This design comes from an exercise in tuning for small area, a short achievable clock period and few clock cycles per item on the open sky130 flow, not from production work.
The RTL was checked by simulation tests, not by an equivalence proof against the original design.
No activity file was given, so power comes from the tool's default toggle rates.

[design.v]
`timescale 1ns / 1ps
package cc20_pkg;
    typedef logic [31:0] word_t;
    localparam int CFG_W     = 64;
    localparam int CFG_IDX_W = 3;
    localparam logic [CFG_IDX_W-1:0] CFG_KEY0      = 3'd0;
    localparam logic [CFG_IDX_W-1:0] CFG_KEY1      = 3'd1;
    localparam logic [CFG_IDX_W-1:0] CFG_KEY2      = 3'd2;
    localparam logic [CFG_IDX_W-1:0] CFG_KEY3      = 3'd3;
    localparam logic [CFG_IDX_W-1:0] CFG_NONCE     = 3'd4;
    localparam logic [CFG_IDX_W-1:0] CFG_START_CNT = 3'd5;
    localparam word_t SIGMA0 = 32'h61707865;
    localparam word_t SIGMA1 = 32'h3320646e;
    localparam word_t SIGMA2 = 32'h79622d32;
    localparam word_t SIGMA3 = 32'h6b206574;
    localparam logic [127:0] SIGMA = {SIGMA3, SIGMA2, SIGMA1, SIGMA0};
    typedef struct packed {
        logic [7:0] data_in;
        logic       last_in;
    } plain_t;
    typedef struct packed {
        logic [7:0] data_out;
        logic       last_out;
        logic       counter_wrapped;
    } crypt_t;
endpackage
`timescale 1ns / 1ps
module cc20_qr_unit (
    input  cc20_pkg::word_t x,
    input  cc20_pkg::word_t y,
    input  cc20_pkg::word_t z,
    output cc20_pkg::word_t sum,
    output cc20_pkg::word_t mixed
);
    assign sum   = x + y;
    assign mixed = z ^ sum;
endmodule
`timescale 1ns / 1ps
module cc20_core (
    input  logic                  clk,
    input  logic                  load,       
    input  logic [3:0]            rot,        
    input  logic                  x_keep,     
    input  logic                  x_swap,     
    input  logic [127:0]          init_a,
    input  logic [127:0]          init_b,
    input  logic [127:0]          init_c,
    input  logic [127:0]          init_d,
    output logic [127:0]          row_a,
    output logic [127:0]          row_b,
    output logic [127:0]          row_c,
    output logic [127:0]          row_d
);
    cc20_pkg::word_t x [4];
    cc20_pkg::word_t y [4];
    cc20_pkg::word_t z [4];
    cc20_pkg::word_t w [4];
    cc20_pkg::word_t s [4];
    cc20_pkg::word_t m [4];
    logic step;
    logic last;
    assign step = !load;
    assign last = rot[3];
    for (genvar i = 0; i < 4; i++)
    begin : g_lane
        cc20_qr_unit u_lane (
            .x     (x[i]),
            .y     (y[i]),
            .z     (z[i]),
            .sum   (s[i]),
            .mixed (m[i])
        );
        always_ff @(posedge clk)
        begin
            x[i] <= ({32{x_keep}} & w[i])
                  | ({32{x_swap}} & w[(i + 2) % 4])
                  | ({32{load}}   & init_a[32*i +: 32]);
            y[i] <= ({32{rot[0]}} & {m[i][15:0], m[i][31:16]})
                  | ({32{rot[1]}} & {m[i][19:0], m[i][31:20]})
                  | ({32{rot[2]}} & {m[i][23:0], m[i][31:24]})
                  | ({32{rot[3]}} & {m[(i + 1) % 4][24:0], m[(i + 1) % 4][31:25]})
                  | ({32{load}}   & init_b[32*i +: 32]);
            z[i] <= ({32{step && !last}} & y[i])
                  | ({32{last}}          & y[(i + 3) % 4])
                  | ({32{load}}          & init_d[32*i +: 32]);
            w[i] <= ({32{step}} & s[i])
                  | ({32{load}} & init_c[32*i +: 32]);
        end
        assign row_a[32*i +: 32] = x[i];
        assign row_b[32*i +: 32] = y[i];
        assign row_c[32*i +: 32] = w[i];
        assign row_d[32*i +: 32] = z[i];
    end
endmodule
`timescale 1ns / 1ps
module chacha20_stream_cipher #(
    parameter int DOUBLE_ROUNDS = 10
) (
    input  logic                                clk,
    input  logic                                rst_n,
    input  logic                                cfg_write,
    input  logic [2:0]                          cfg_index,
    input  logic [63:0]                         cfg_data,
    input  logic                                plain_valid,
    output logic                                plain_stall,
    input  logic [8:0]                          plain,
    output logic                                crypt_valid,
    input  logic                                crypt_stall,
    output logic [9:0]                          crypt
);
    localparam int NSTEP = 8 * DOUBLE_ROUNDS;
    localparam int ST_W  = $clog2(NSTEP);
    localparam int OFF   = (2 * DOUBLE_ROUNDS) % 4;
    cc20_pkg::plain_t plain_w;
    cc20_pkg::crypt_t res;
    assign plain_w = plain;
    logic [63:0] key_reg [4];
    logic [63:0] nonce_reg;
    logic [63:0] start_cnt_reg;
    always_ff @(posedge clk or negedge rst_n)
    begin
        if (!rst_n)
        begin
            for (int i = 0; i < 4; i++)
            begin
                key_reg[i] <= 64'd0;
            end
            nonce_reg     <= 64'd0;
            start_cnt_reg <= 64'd0;
        end
        else if (cfg_write)
        begin
            case (cfg_index)
                cc20_pkg::CFG_KEY0:      key_reg[0]    <= cfg_data;
                cc20_pkg::CFG_KEY1:      key_reg[1]    <= cfg_data;
                cc20_pkg::CFG_KEY2:      key_reg[2]    <= cfg_data;
                cc20_pkg::CFG_KEY3:      key_reg[3]    <= cfg_data;
                cc20_pkg::CFG_NONCE:     nonce_reg     <= cfg_data;
                cc20_pkg::CFG_START_CNT: start_cnt_reg <= cfg_data;
                default: ;
            endcase
        end
    end
    logic [255:0] key_all;
    assign key_all = {key_reg[3], key_reg[2], key_reg[1], key_reg[0]};
    typedef enum logic [1:0] {
        G_RUN,
        G_DONE,
        G_WAIT
    } gen_state_t;
    gen_state_t      g_state;
    logic [ST_W-1:0] g_step;
    logic            gen_load;      
    logic [3:0]      rot_oh;        
    logic            x_keep;
    logic            x_swap;
    logic            transfer;      
    logic            restart_pend;
    logic            bv;            
    logic [6:0]      pos;           
    logic [5:0]      rd;            
    logic [7:0]      rb_reg;        
    logic [7:0]      ib_reg;        
    logic [7:0]      ks_reg;        
    logic            co_reg;        
    logic            wrap_reg;
    logic            bwrap;         
    logic            stall_reg;
    logic            v0, v1;
    cc20_pkg::crypt_t q0, q1;
    logic [63:0]     gen_cnt;       
    logic [511:0]    buf_reg;
    logic            restart;
    logic            accept;
    logic            take;
    logic            clear_evt;
    logic [63:0]     gen_cnt_next;
    logic [63:0]     buf_cnt;
    assign restart   = restart_pend;
    assign accept    = plain_valid && !stall_reg;
    assign take      = v0 && !crypt_stall;
    assign clear_evt = cfg_write || (accept && plain_w.last_in);
    assign gen_cnt_next = restart ? start_cnt_reg : (transfer ? gen_cnt + 64'd1 : gen_cnt);
    assign buf_cnt      = gen_cnt - 64'd1;
    logic [127:0] row_a, row_b, row_c, row_d;
    cc20_core u_core (
        .clk    (clk),
        .load   (gen_load),
        .rot    (rot_oh),
        .x_keep (x_keep),
        .x_swap (x_swap),
        .init_a (cc20_pkg::SIGMA),
        .init_b (key_all[127:0]),
        .init_c (key_all[255:128]),
        .init_d ({nonce_reg, gen_cnt_next}),
        .row_a  (row_a),
        .row_b  (row_b),
        .row_c  (row_c),
        .row_d  (row_d)
    );
    logic [511:0] gen_words;
    always_comb
    begin
        for (int c = 0; c < 4; c++)
        begin
            gen_words[32*(c + 0)  +: 32] = row_a[32*((c + 4 - OFF) % 4) +: 32];
            gen_words[32*(c + 4)  +: 32] = row_b[32*((c + 4 - OFF) % 4) +: 32];
            gen_words[32*(c + 8)  +: 32] = row_c[32*((c + 4 - OFF) % 4) +: 32];
            gen_words[32*(c + 12) +: 32] = row_d[32*((c + 4 - OFF) % 4) +: 32];
        end
    end
    always_ff @(posedge clk)
    begin
        gen_cnt <= gen_cnt_next;
        if (transfer)
        begin
            buf_reg <= gen_words;
            bwrap   <= &gen_cnt;
        end
    end
    logic [511:0] buf_init;
    assign buf_init = {nonce_reg, buf_cnt, key_all, cc20_pkg::SIGMA};
    logic [8:0] ks_sum;
    logic [8:0] ks_first;
    logic       ks_cin;
    assign ks_cin   = (pos[1:0] != 2'd3) && co_reg;
    assign ks_sum   = {1'b0, rb_reg} + {1'b0, ib_reg} + {8'd0, ks_cin};
    assign ks_first = {1'b0, gen_words[7:0]} + {1'b0, cc20_pkg::SIGMA0[7:0]};
    always_ff @(posedge clk)
    begin
        if (transfer)
        begin
            {co_reg, ks_reg} <= ks_first;
            rb_reg           <= gen_words[15:8];
            ib_reg           <= cc20_pkg::SIGMA0[15:8];
        end
        else if (accept)
        begin
            {co_reg, ks_reg} <= ks_sum;
            rb_reg           <= buf_reg[8*rd +: 8];
            ib_reg           <= buf_init[8*rd +: 8];
        end
    end
    gen_state_t      state_next;
    logic [ST_W-1:0] step_next;
    logic            bv_next;
    logic [6:0]      pos_next;
    logic            buf_free;
    logic            buf_free_next;
    logic            load_next;
    logic            v0_next, v1_next;
    assign buf_free = !bv || pos[6];
    always_comb
    begin
        state_next = g_state;
        step_next  = '0;
        if (restart)
        begin
            state_next = G_RUN;
        end
        else
        begin
            unique case (g_state)
                G_RUN:
                begin
                    step_next = g_step + ST_W'(1);
                    if (g_step == ST_W'(NSTEP - 1))
                    begin
                        state_next = G_DONE;
                        step_next  = '0;
                    end
                end
                G_DONE:
                begin
                    state_next = transfer ? G_RUN : G_WAIT;
                end
                default:
                begin
                    state_next = buf_free ? G_RUN : G_WAIT;
                end
            endcase
        end
        load_next = clear_evt || (state_next != G_RUN);
        bv_next  = bv;
        pos_next = pos;
        if (transfer)
        begin
            bv_next  = 1'b1;
            pos_next = 7'd0;
        end
        if (accept)
        begin
            pos_next = pos + 7'd1;
        end
        if (clear_evt)
        begin
            bv_next = 1'b0;
        end
        buf_free_next = !bv_next || pos_next[6];
        v0_next = v0;
        v1_next = v1;
        if (take)
        begin
            v0_next = v1 || accept;
            v1_next = v1 && accept;
        end
        else if (accept)
        begin
            v0_next = 1'b1;
            v1_next = v0;
        end
    end
    assign res.data_out        = plain_w.data_in ^ ks_reg;
    assign res.last_out        = plain_w.last_in;
    assign res.counter_wrapped = wrap_reg || bwrap;
    always_ff @(posedge clk or negedge rst_n)
    begin
        if (!rst_n)
        begin
            g_state      <= G_WAIT;
            g_step       <= '0;
            gen_load     <= 1'b1;
            rot_oh       <= 4'b0000;
            x_keep       <= 1'b0;
            x_swap       <= 1'b0;
            transfer     <= 1'b0;
            restart_pend <= 1'b1;
            bv           <= 1'b0;
            pos          <= 7'd64;
            rd           <= 6'd2;
            wrap_reg     <= 1'b0;
            stall_reg    <= 1'b1;
            v0           <= 1'b0;
            v1           <= 1'b0;
        end
        else
        begin
            g_state      <= state_next;
            g_step       <= step_next;
            gen_load     <= load_next;
            rot_oh       <= load_next ? 4'b0000 : (4'b0001 << step_next[1:0]);
            x_swap       <= !load_next && step_next[2] && (step_next[1:0] == 2'd3 || step_next[1:0] == 2'd0);
            x_keep       <= !load_next && !(step_next[2] && (step_next[1:0] == 2'd3 || step_next[1:0] == 2'd0));
            transfer     <= !clear_evt && (state_next == G_DONE) && buf_free_next;
            restart_pend <= clear_evt;
            bv           <= bv_next;
            pos          <= pos_next;
            if (transfer)
            begin
                rd <= 6'd2;
            end
            else if (accept)
            begin
                rd <= rd + 6'd1;
            end
            if (accept && bwrap)
            begin
                wrap_reg <= 1'b1;
            end
            stall_reg    <= !bv_next || pos_next[6] || v1_next;
            v0           <= v0_next;
            v1           <= v1_next;
        end
    end
    always_ff @(posedge clk)
    begin
        if ((take && v1) || (accept && (!v0 || take)))
        begin
            q0 <= (take && v1) ? q1 : res;
        end
        if (accept && ((v0 && !take) || (v1 && take)))
        begin
            q1 <= res;
        end
    end
    assign plain_stall = stall_reg;
    assign crypt_valid = v0;
    assign crypt       = q0;
endmodule
[constraint.sdc]
create_clock -name core_clock -period 8.0 [get_ports {clk}]
set_input_delay 1.6000 -clock core_clock [delete_from_list [all_inputs] [get_ports {clk}]]
set_output_delay 1.6000 -clock core_clock [all_outputs]
set_load 0.01 [all_outputs]
[config.mk]
export PLATFORM = sky130hd
export DESIGN_NAME = chacha20_stream_cipher
export DESIGN_NICKNAME = chacha20_stream_cipher
export VERILOG_FILES = /design/flow/design.v
export SDC_FILE = /design/flow/constraint.sdc
export NUM_CORES = 4
export LEC_CHECK = 0
export CAP_MARGIN = 20
export CORE_MARGIN = 2
export CORE_UTILIZATION = 50
export SETUP_SLACK_MARGIN = 4.5
export SLEW_MARGIN = 20
[run.sh]
#!/bin/bash
# synth_recipe.tcl (not shown) runs the flow's synth.tcl, then flattens the netlist and writes it again
# the make line also repeats each setting of config.mk as NAME=value (left out here)
make -C /OpenROAD-flow-scripts/flow DESIGN_CONFIG=/design/flow/config.mk WORK_HOME=/design/flow/orfs CLKGATE_MAP_FILE= SYNTH_SCRIPT=/design/flow/synth_recipe.tcl finish
==> key figures, run 1 <==
Final layout
  – Final Core Density: 0.596
  – Fin nets: 6255
  – Register Area: 38900 µm²
  – Fillers: 11.4k
  – Layout area overhead: 18.4%
  – Area of the multi-input gates: 33500 µm²
  – Largest register FFs: 512
  – Final Cell Area: 84200 µm²
  – Share of cells above drive strength 1: 0.253

Power
  – Leak Pwr: 32.5 nW
  – Maximum VDD drop: 239 µV
  – Pwr/cell area: 457 nW/µm²

Logic synthesis
  – Synth Cell Area: 71200 µm²
  – Async SR Flop Fraction: 0.270
  – Number of synthesized flops with an enable pin: 550
  – Yosys Warn Count: 13
  – Top cells by count, synth: 724 x nand2_1, 584 x dfxtp_1, 550 x edfxtp_1
  – Compound-gate portion of the synthesized area: 0.130
  – Top-area cell type share of the netlist area: 0.232
  – Largest family of logic cells by synthesized area: multiplexers
  – Yosys reg bits: 1554
  – Top-count cell post-synth: nand2_1
  – Synthesized instance count: 5912
  – Synth unique cells: 86
  – Post-synthesis adder-cell area fraction: 0.0272
  – Synth top area cells: edfxtp_1 23%, dfxtp_1 16%, dfrtp_1 15%
  – Synth area leader: edfxtp_1
  – Synth Flop Type: dfxtp_1
  – Post-synthesis sequential area ratio: 0.544
  – Synth Area in XOR/XNOR: 0.0512
  – Mapped Avg Cell Area: 12.0 µm²
  – Post-synthesis mux area share: 0.143
  – Syn Nets: 6144
  – Simple-Gate Fraction of Synth Area: 0.0785

Timing
  – Slew @ Worst Pin: 1.38 ns
  – Tmin final: 3.83 ns
  – WHS: 0.431 ns
  – Max Slew Vio Count: 0
  – Fin Clk Skew: 0.0424 ns
  – Setup TNS: 0 ns
  – Final Worst Setup Slack: 4.17 ns
  – Tcrit/Tclk final: 0.479
  – RSZ-0062 raised after global routing: yes
  – Final Hold Fails: 0
  – Fmax: 0.261 GHz
  – Slew margin rel.: 0.0716
  – Final Setup Violations: 0

GRT
  – Grt ovf: 0
  – First-pass GRT wire length: 462000 µm
  – Most Used Layer, Global Route: met2
  – Vias in the first global route: 53.1k
  – Total Routing Usage GR: 0.471
  – Met2 Use GR: 0.636
  – Pin count of the biggest net entering global routing: 160
  – Initial antenna violation count: 63
  – GR Layer Usage met3: 0.225
  – Routing usage on met1: 0.576

Critical path
  – Critical path capture point type: flop
  – Worst path required time: 8.69 ns
  – Startpoint types: flop
  – Critical-path maximum fanout: 3
  – R2R depth: 12
  – Crit path kind: reg -> reg
  – WP data arrival: 4.52 ns

Placement
  – Placed Area: 74200 µm²
  – Placed wire-length estimate: 260000 µm
  – Port Buffers: 92
  – Gpl congestion: 1.09
  – Dpl ws: 2.74 ns

Floorplanning
  – Die Y: 381 µm
  – Starting density of the core: 0.503
  – Top Ports: 93
  – # rows: 138
  – Die Wd: 381 µm
  – Die footprint: 145000 µm²
  – Core area: 141000 µm²

Clock network
  – H-Tree Depth: 4
  – Root Driver: clkbuf_16
  – Clock transition at path regs: 0.07 ns
  – # hold bufs at CTS: 0
  – Clock tree buffer depth: 3
  – Insertion delay to the later sink of the worst-skew pair: 0.84 ns
  – # clock sinks: 1554
  – CTS Buf Count: 165
  – CTS tree: built

Route
  – WL final: 350000 µm
  – Routed Antenna Nets: 0
  – DR WL/cell: 43.0 µm
  – Number of remaining DRC errors: 0
  – Drt via density: 7.12
  – Via Count: 57.8k
  – First-iteration detailed-routing DRC count: 10.2k
  – TritonRoute pass-1 iters: 15

Run status
  – Status: finished clean

Run
  – Max-cap violations: 0

Min path
  – Worst min path class: reg -> reg
  – Hold Crit Depth: 0
[final timing paths]
| check | from | end | slack (ns) |
|---|---|---|---|
| setup reg to reg | u_core.y[2][0] | u_core.y[2][0] | 4.17 |
| min in group asynchronous | rst_n | key_reg[2][23] | 0.74 |
| hold / removal | u_core.z[0][21] | buf_reg[405] | 0.43 |
| max in group asynchronous | rst_n | start_cnt_reg[33] | 5.70 |
| setup / recovery | u_core.y[2][0] | u_core.y[2][0] | 4.17 |
| hold reg to reg | u_core.z[0][21] | buf_reg[405] | 0.43 |
[worst max-delay path, cell delays in order, from the launching register on]
cell      delay, ns
dfxtp_4        0.35
ha_4           0.21
fa_2           0.40
a211oi_2       0.26
o211ai_1       0.12
a311o_2        0.44
a31oi_4        0.26
o21ai_4        0.09
a21o_4         0.25
a41oi_4        0.47
xnor2_4        0.16
xor2_2         0.21
a221o_1        0.46
[area by class of cell]
cell class / instances / share of cell area
Inverter: 94 / 0.00437
Clock inverter: 85 / 0.0102
Tap cell: 1890 / 0.0281
Timing Repair Buffer: 339 / 0.0403
Multi-Input combinational cell: 3869 / 0.397
Clock buffer: 226 / 0.0559
Sequential cell: 1554 / 0.462
Antenna cell: 67 / 0.00199
[cell usage in the layout (no fill, tap or decap), drive strengths merged, types with 145 or more instances in the layout]
cell type,netlist,layout
mux2,420,420
xor2,163,163
dfxtp,584,584
ha,145,145
o21ai,284,284
mux2i,185,185
clkbuf,329,229
dfrtp,414,414
xnor2,237,237
edfxtp,550,550
a21oi,182,182
buf,68,245
mux4,159,159
nand2,724,725
[per-stage QoR]
stage / power, mW / instances
floorplan: 18.0 / 5912
global placement: 26.2 / 7612
detailed placement: 26.2 / 7613
CTS: 35.9 / 8001
global route: 38.5 / 8081
finish: 38.5 / 8124
[layer usage]
layer  up-vias  part of all wire
met5         -            0.0015
met4        28             0.094
met3      1286              0.15
met2      4940              0.40
met1     28900              0.35
li1      22600                 -
[power by group]
part	switching, mW	leakage, nW	internal [mW]	total, mW
Sequential	2.68	15.0	10.1	12.8
Clock	3.43	2.73	4.49	7.92
Combinational	11.8	14.8	6.02	17.8
Total	17.9	32.5	20.6	38.5
[kinds of logic (layout without fill, tap and decap cells)]
family	count (synthesis)	in the layout
flip-flops	1554	1554
AO/OA/AOI/OAI	1283	1283
AND/OR/NAND/NOR	1263	1265
multiplexers	764	764
buffers and inverters	491	744
XOR/XNOR	406	406
adder cells (fa/ha/maj)	151	151
other	0	67
[repair_timing]
action                                 4_1_cts  5_1_grt
endpoints found under the hold margin        0        0
gates resized for setup                    400      195
pin swaps                                   65       88
setup buffers                               75       53
setup endpoints to repair                  397      247
gates cloned                                 2        2
Testbench counts, summed over its fixed seeds: cycles 74,187, bytes 47,057.
==> run 2, diff against run 1 <==
--- a/design.v
+++ b/design.v
@@ -32,13 +32,38 @@
     output cc20_pkg::word_t sum,
     output cc20_pkg::word_t mixed
 );
-    assign sum   = x + y;
-    assign mixed = z ^ sum;
+    cc20_pkg::word_t g [6];
+    cc20_pkg::word_t p [6];
+    cc20_pkg::word_t carry;
+    assign g[0] = x & y;
+    assign p[0] = x ^ y;
+    for (genvar l = 0; l < 5; l++)
+    begin : g_level
+        for (genvar i = 0; i < 32; i++)
+        begin : g_bit
+            if (i >= (1 << l))
+            begin : g_join
+                assign g[l + 1][i] = g[l][i] | (p[l][i] & g[l][i - (1 << l)]);
+                assign p[l + 1][i] = p[l][i] & p[l][i - (1 << l)];
+            end
+            else
+            begin : g_pass
+                assign g[l + 1][i] = g[l][i];
+                assign p[l + 1][i] = p[l][i];
+            end
+        end
+    end
+    assign carry = {g[5][30:0], 1'b0};
+    assign sum   = p[0] ^ carry;
+    assign mixed = (z ^ p[0]) ^ carry;
 endmodule
 `timescale 1ns / 1ps
 module cc20_core (
     input  logic                  clk,
     input  logic                  load,       
+    input  logic [3:0]            load_b,     
+    input  logic [3:0]            load_c,     
+    input  logic [3:0]            load_d,
     input  logic [3:0]            rot,        
     input  logic                  x_keep,     
     input  logic                  x_swap,     
@@ -79,12 +104,12 @@
                   | ({32{rot[1]}} & {m[i][19:0], m[i][31:20]})
                   | ({32{rot[2]}} & {m[i][23:0], m[i][31:24]})
                   | ({32{rot[3]}} & {m[(i + 1) % 4][24:0], m[(i + 1) % 4][31:25]})
-                  | ({32{load}}   & init_b[32*i +: 32]);
+                  | ({32{load_b[i]}} & init_b[32*i +: 32]);
             z[i] <= ({32{step && !last}} & y[i])
                   | ({32{last}}          & y[(i + 3) % 4])
-                  | ({32{load}}          & init_d[32*i +: 32]);
+                  | ({32{load_d[i]}}     & init_d[32*i +: 32]);
             w[i] <= ({32{step}} & s[i])
-                  | ({32{load}} & init_c[32*i +: 32]);
+                  | ({32{load_c[i]}} & init_c[32*i +: 32]);
         end
         assign row_a[32*i +: 32] = x[i];
         assign row_b[32*i +: 32] = y[i];
@@ -117,18 +142,10 @@
     logic [63:0] key_reg [4];
     logic [63:0] nonce_reg;
     logic [63:0] start_cnt_reg;
-    always_ff @(posedge clk or negedge rst_n)
+    logic [5:0]  cfg_ok;
+    always_ff @(posedge clk)
     begin
-        if (!rst_n)
-        begin
-            for (int i = 0; i < 4; i++)
-            begin
-                key_reg[i] <= 64'd0;
-            end
-            nonce_reg     <= 64'd0;
-            start_cnt_reg <= 64'd0;
-        end
-        else if (cfg_write)
+        if (cfg_write)
         begin
             case (cfg_index)
                 cc20_pkg::CFG_KEY0:      key_reg[0]    <= cfg_data;
@@ -141,6 +158,17 @@
             endcase
         end
     end
+    always_ff @(posedge clk or negedge rst_n)
+    begin
+        if (!rst_n)
+        begin
+            cfg_ok <= 6'd0;
+        end
+        else if (cfg_write && cfg_index < 3'd6)
+        begin
+            cfg_ok[cfg_index] <= 1'b1;
+        end
+    end
     logic [255:0] key_all;
     assign key_all = {key_reg[3], key_reg[2], key_reg[1], key_reg[0]};
     typedef enum logic [1:0] {
@@ -175,17 +203,19 @@
     logic            take;
     logic            clear_evt;
     logic [63:0]     gen_cnt_next;
-    logic [63:0]     buf_cnt;
+    logic            brw_reg;       
     assign restart   = restart_pend;
     assign accept    = plain_valid && !stall_reg;
     assign take      = v0 && !crypt_stall;
     assign clear_evt = cfg_write || (accept && plain_w.last_in);
-    assign gen_cnt_next = restart ? start_cnt_reg : (transfer ? gen_cnt + 64'd1 : gen_cnt);
-    assign buf_cnt      = gen_cnt - 64'd1;
+    assign gen_cnt_next = restart ? (cfg_ok[5] ? start_cnt_reg : 64'd0) : (transfer ? gen_cnt + 64'd1 : gen_cnt);
     logic [127:0] row_a, row_b, row_c, row_d;
     cc20_core u_core (
         .clk    (clk),
         .load   (gen_load),
+        .load_b ({{2{gen_load && cfg_ok[1]}}, {2{gen_load && cfg_ok[0]}}}),
+        .load_c ({{2{gen_load && cfg_ok[3]}}, {2{gen_load && cfg_ok[2]}}}),
+        .load_d ({{2{gen_load && cfg_ok[4]}}, {2{gen_load}}}),
         .rot    (rot_oh),
         .x_keep (x_keep),
         .x_swap (x_swap),
@@ -219,7 +249,23 @@
         end
     end
     logic [511:0] buf_init;
-    assign buf_init = {nonce_reg, buf_cnt, key_all, cc20_pkg::SIGMA};
+    logic [7:0]   cnt_byte;
+    logic         cnt_zero;
+    assign buf_init = {nonce_reg, gen_cnt, key_all, cc20_pkg::SIGMA};
+    logic         byte_ok;
+    assign cnt_byte = buf_init[8*rd +: 8];
+    assign cnt_zero = (cnt_byte == 8'd0);
+    always_comb
+    begin
+        unique case (rd[5:3])
+            3'd2:    byte_ok = cfg_ok[0];
+            3'd3:    byte_ok = cfg_ok[1];
+            3'd4:    byte_ok = cfg_ok[2];
+            3'd5:    byte_ok = cfg_ok[3];
+            3'd7:    byte_ok = cfg_ok[4];
+            default: byte_ok = 1'b1;
+        endcase
+    end
     logic [8:0] ks_sum;
     logic [8:0] ks_first;
     logic       ks_cin;
@@ -233,12 +279,22 @@
             {co_reg, ks_reg} <= ks_first;
             rb_reg           <= gen_words[15:8];
             ib_reg           <= cc20_pkg::SIGMA0[15:8];
+            brw_reg          <= 1'b1;
         end
         else if (accept)
         begin
             {co_reg, ks_reg} <= ks_sum;
             rb_reg           <= buf_reg[8*rd +: 8];
-            ib_reg           <= buf_init[8*rd +: 8];
+            if (rd[5:3] == 3'd6)
+            begin
+                ib_reg  <= cnt_byte - {7'd0, brw_reg};
+                brw_reg <= brw_reg && cnt_zero;
+            end
+            else
+            begin
+                ib_reg  <= cnt_byte & {8{byte_ok}};
+                brw_reg <= 1'b1;
+            end
         end
     end
     gen_state_t      state_next;
--- a/config.mk
+++ b/config.mk
@@ -5,8 +5,10 @@
 export SDC_FILE = /design/flow/constraint.sdc
 export NUM_CORES = 4
 export LEC_CHECK = 0
-export CAP_MARGIN = 20
+export CAP_MARGIN = 40
 export CORE_MARGIN = 2
 export CORE_UTILIZATION = 50
+export CTS_CLUSTER_DIAMETER = 80
+export CTS_CLUSTER_SIZE = 25
 export SETUP_SLACK_MARGIN = 4.5
-export SLEW_MARGIN = 20
+export SLEW_MARGIN = 30
==> run 2 against run 1 <==
Utilization down 1.5 points. Power down 12%. Largest cell class unchanged. Clock power down 36%. Critical path depth fell by 1. Critical endpoint is now ib_reg[7]. Sequential share of layout area is 5.9 points higher. Register-to-register slack better by 0.09 ns. Global-route usage up 0.28 points. Setup slack gained 0.088 ns. Largest power group unchanged. Non-clock buffer count rose by 44.
==> key figures, run 2 <==
Run status
  – Status: finished clean

GRT
  – Vias in the first global route: 47.2k (-11%)
  – First-pass GRT wire length: 439000 µm (-5.0%)
  – Pin count of the biggest net entering global routing: 93 (-42%)
  – Grt ovf: 0 (unchanged)
  – Total Routing Usage GR: 0.474 (+0.00276)
  – Initial antenna violation count: 54 (-14%)

Logic synthesis
  – Async SR Flop Fraction: 0.0269 (-0.243)
  – Mapped Avg Cell Area: 13.2 µm² (+9.9%)
  – Synth top area cells: edfxtp_1 41%, dfxtp_1 17%, mux4_2 7.8%
  – Yosys reg bits: 1561 (+0.45%)
  – Number of synthesized flops with an enable pin: 934 (+70%)
  – Synth area leader: edfxtp_1
  – Yosys Warn Count: 16 (+3)
  – Syn Nets: 5403 (-12%)
  – Synth unique cells: 92 (+7.0%)
  – Top cells by count, synth: 934 x edfxtp_1, 614 x nand2_1, 585 x dfxtp_1
  – Synth Cell Area: 68300 µm² (-4.0%)
  – Post-synthesis sequential area ratio: 0.598 (+0.0535)
  – Top-area cell type share of the netlist area: 0.411 (+0.179)
  – Top-count cell post-synth: edfxtp_1
  – Synthesized instance count: 5163 (-13%)
  – Synth Flop Type: edfxtp_1

Power
  – Pwr/cell area: 429 nW/µm² (-6.2%)
  – Sw Ratio: 0.483 (+0.0191)
  – Maximum VDD drop: 228 µV (-4.5%)
  – Internal power: 17.4 mW (-15%)
  – Gate power share: 0.487 (+0.025)
  – Clock power frac: 0.150 (-0.056)
  – Total power: 33.8 mW (-12%)
  – Psw: 16.3 mW (-8.7%)
  – Sequential share of power: 0.363 (+0.030)
  – Leak Pwr: 28.3 nW (-13%)

Final layout
  – Largest register FFs: 512 (unchanged)
  – Commonest non-fill, non-tap cell in the layout: edfxtp_1
  – Layout area overhead: 15.3%
  – Register Area: 41000 µm² (+5.4%)
  – Fillers: 11.0k (-3.8%)
  – Share of cells above drive strength 1: 0.208 (-0.0451)
  – Non-filler cells, final: 7195 (-11%)
  – Area of the multi-input gates: 27900 µm² (-17%)
  – Most frequent cells in the layout: 934 x edfxtp_1, 606 x nand2_1, 488 x dfxtp_1
  – Fin nets: 5553 (-11%)
  – Final Core Density: 0.581 (-0.0147)

Placement
  – Placed Cells: 6865 (-9.8%)
  – Port Buffers: 92 (unchanged)
  – Placed wire-length estimate: 255000 µm (-1.9%)
  – Gpl congestion: 1.10 (+1.5%)

Timing
  – RSZ-0062 raised after global routing: yes
  – WHS: 0.443 ns (+0.0117 ns)
  – Setup TNS: 0 ns (unchanged)
  – Max Slew Vio Count: 0 (unchanged)
  – Fin Clk Skew: 0.0509 ns (+0.00853 ns)
  – Slew @ Worst Pin: 1.10 ns (-0.285 ns)
  – Tmin final: 3.74 ns (-0.0878 ns)
  – Fmax: 0.267 GHz (+2.3%)
  – Tcrit/Tclk final: 0.468 (-0.0110)
  – Final Hold Fails: 0 (unchanged)
  – Final Setup Violations: 0 (unchanged)
  – Slew margin rel.: 0.266 (+0.194)

Critical path
  – Crit path from: rd[1]
  – Reg-to-reg critical path endpoint: ib_reg[7]
  – Crit path kind: reg -> reg
  – WP data arrival: 4.38 ns (-0.14 ns)
  – RR Startpoint: rd[1]
  – Critical-path maximum fanout: 16 (+13)
  – End of the critical path: ib_reg[7]
  – Critical path capture point type: flop
  – Worst path required time: 8.64 ns (-0.05 ns)
  – Startpoint types: flop
  – R2R depth: 11 (-1)
  – R2R Setup Slk: 4.26 ns (+0.09 ns)

Route
  – Drt via density: 7.27 (+2.2%)
  – Routed Antenna Nets: 0 (unchanged)
  – TritonRoute pass-1 iters: 17 (+2)
  – First-iteration detailed-routing DRC count: 11.2k (+10%)
  – Number of remaining DRC errors: 0 (unchanged)
  – Via Count: 52.3k (-9.5%)
  – WL final: 338000 µm (-3.2%)
  – DR WL/cell: 47.0 µm (+9.3%)

Floorplanning
  – Top Ports: 93 (unchanged)
  – Die Wd: 374 µm (-2.0%)
  – Core area: 135000 µm² (-4.2%)
  – Die footprint: 140000 µm² (-4.0%)
  – Starting density of the core: 0.504 (+0.000904)
  – # rows: 135 (-2.2%)
  – Die Y: 374 µm (-2.0%)

Clock network
  – Root Driver: clkbuf_16
  – Insertion delay to the later sink of the worst-skew pair: 0.75 ns (-0.09 ns)
  – Clock tree buffer depth: 3 (unchanged)
  – Clock transition at path regs: 0.11 ns (+0.04 ns)
  – # hold bufs at CTS: 0 (unchanged)
  – H-Tree Depth: 3 (-1)
  – CTS tree: built
  – # clock sinks: 1561 (+0.45%)
  – CTS Buf Count: 83 (-50%)

Min path
  – Worst min path class: reg -> reg

Run
  – Max-cap violations: 0 (unchanged)
==> run 2: through the flow <==
step / area (µm²) / setup WS, ns
final: 78700 / 4.26
after detailed placement: 72000 / 3.12
after floorplan: 68600 / 1.38
after global routing: 78600 / 4.29
after global placement: 71300 / 3.14
after CTS: 77300 / 4.36
==> run 2: timing repair <==
| item | CTS | global route |
|---|---|---|
| gates cloned | 12 | 2 |
| endpoints found under the setup margin | 205 | 192 |
| endpoints found under the hold margin | 0 | 0 |
| pin swaps | 40 | 64 |
| setup buffers | 74 | 41 |
| resized for setup | 338 | 165 |
==> run 2: final cells by class <==
cell class                      instances  share of cell area
Inverter                              131             0.00669
Antenna cell                           31            0.000986
Clock buffer                          118              0.0290
Clock inverter                         37             0.00544
Tap cell                             1781              0.0283
Sequential cell                      1561               0.521
Timing Repair Buffer                  383              0.0542
Multi-Input combinational cell       3153               0.354
==> run 2: worst min-delay path by stage <==
stage / depth (start not counted) / slack, ns / from / to
after CTS: 0 / 0.45 / u_core.x[3][22] / buf_reg[118]
final: 0 / 0.44 / u_core.z[3][20] / buf_reg[500]
after global routing: 0 / 0.47 / u_core.z[0][8] / buf_reg[392]
after floorplan: 0 / 0.41 / u_core.z[3][31] / buf_reg[511]
after global placement: 0 / 0.42 / u_core.x[3][14] / buf_reg[110]
after detailed placement: 0 / 0.42 / u_core.x[3][22] / buf_reg[118]
==> run 2: routing by layer <==
metal	vias up	GRT usage	part of all wire
met2	4713	0.648	0.40
met3	1028	0.196	0.16
met4	30	0.326	0.086
li1	20200	-	-
met1	26300	0.611	0.35
met5	-	0.00617	0.0014
==> run 2: critical path, stage by stage (launching register included) <==
cell and delay, ns:
dfstp_4 0.67, buf_4 0.25, buf_16 0.22, mux4_2 0.40, mux2i_2 0.26, o22a_2 0.29
nand4_1 0.21, o2bb2ai_4 0.30, or3_4 0.44, o211ai_1 0.23, o31ai_2 0.13, a22o_1 0.20
==> run 2: logic make-up after synthesis <==
| kind of cell | synth area share |
|---|---|
| AO/OA/AOI/OAI | 0.129 |
| adder cells (fa/ha/maj) | 0.0298 |
| XOR/XNOR | 0.0493 |
| buffers and inverters | 0.0268 |
| multiplexers | 0.0948 |
| AND/OR/NAND/NOR | 0.0730 |
| flip-flops | 0.598 |
==> run 2: power groups by stage <==
stage          sequential [mW]  clock [mW]  combinational [mW]
3_3_place_gp              12.1           0                13.0
3_5_place_dp              12.1           0                13.2
5_1_grt                   12.1        5.30                16.1
6_report                  12.3        5.06                16.4
4_1_cts                   12.0        5.04                14.5
2_1_floorplan             10.7           0                6.22
Testbench counts of run 2, summed over its fixed seeds: cycles 74,187, bytes 47,057.

-- re-timing with driven ports --
The results above use ideal ports. As a check the final layouts listed here were re-extracted and re-timed, cells and wires unchanged.
Step 1: set_driving_cell puts a clkbuf_16 on clk and a buf_2 on each other input, an assumption about the parent block.
Step 2 times the ports against the registers' clock, not the clock port: input delays grow and output delays shrink by t, the midpoint of the rising clock arrivals with the driver on.
a / b / c = ideal ports / drivers / drivers and shift; a / b = the first two.
run | t (ns) | setup slack, ns | latest minus earliest clock arrival (ns) | cell pins on the clock port's net
run 1 | 0.907 | 4.168 / 4.168 / 3.293 | 0.043 / 0.043 | 1
run 2 | 0.814 | 4.256 / 4.256 / 3.805 | 0.061 / 0.061 | 1
After both steps setup and hold are still met in every run listed. The setup slack of run 1, which loses most, moves by 0.000 ns with the drivers and by -0.875 ns with both steps.
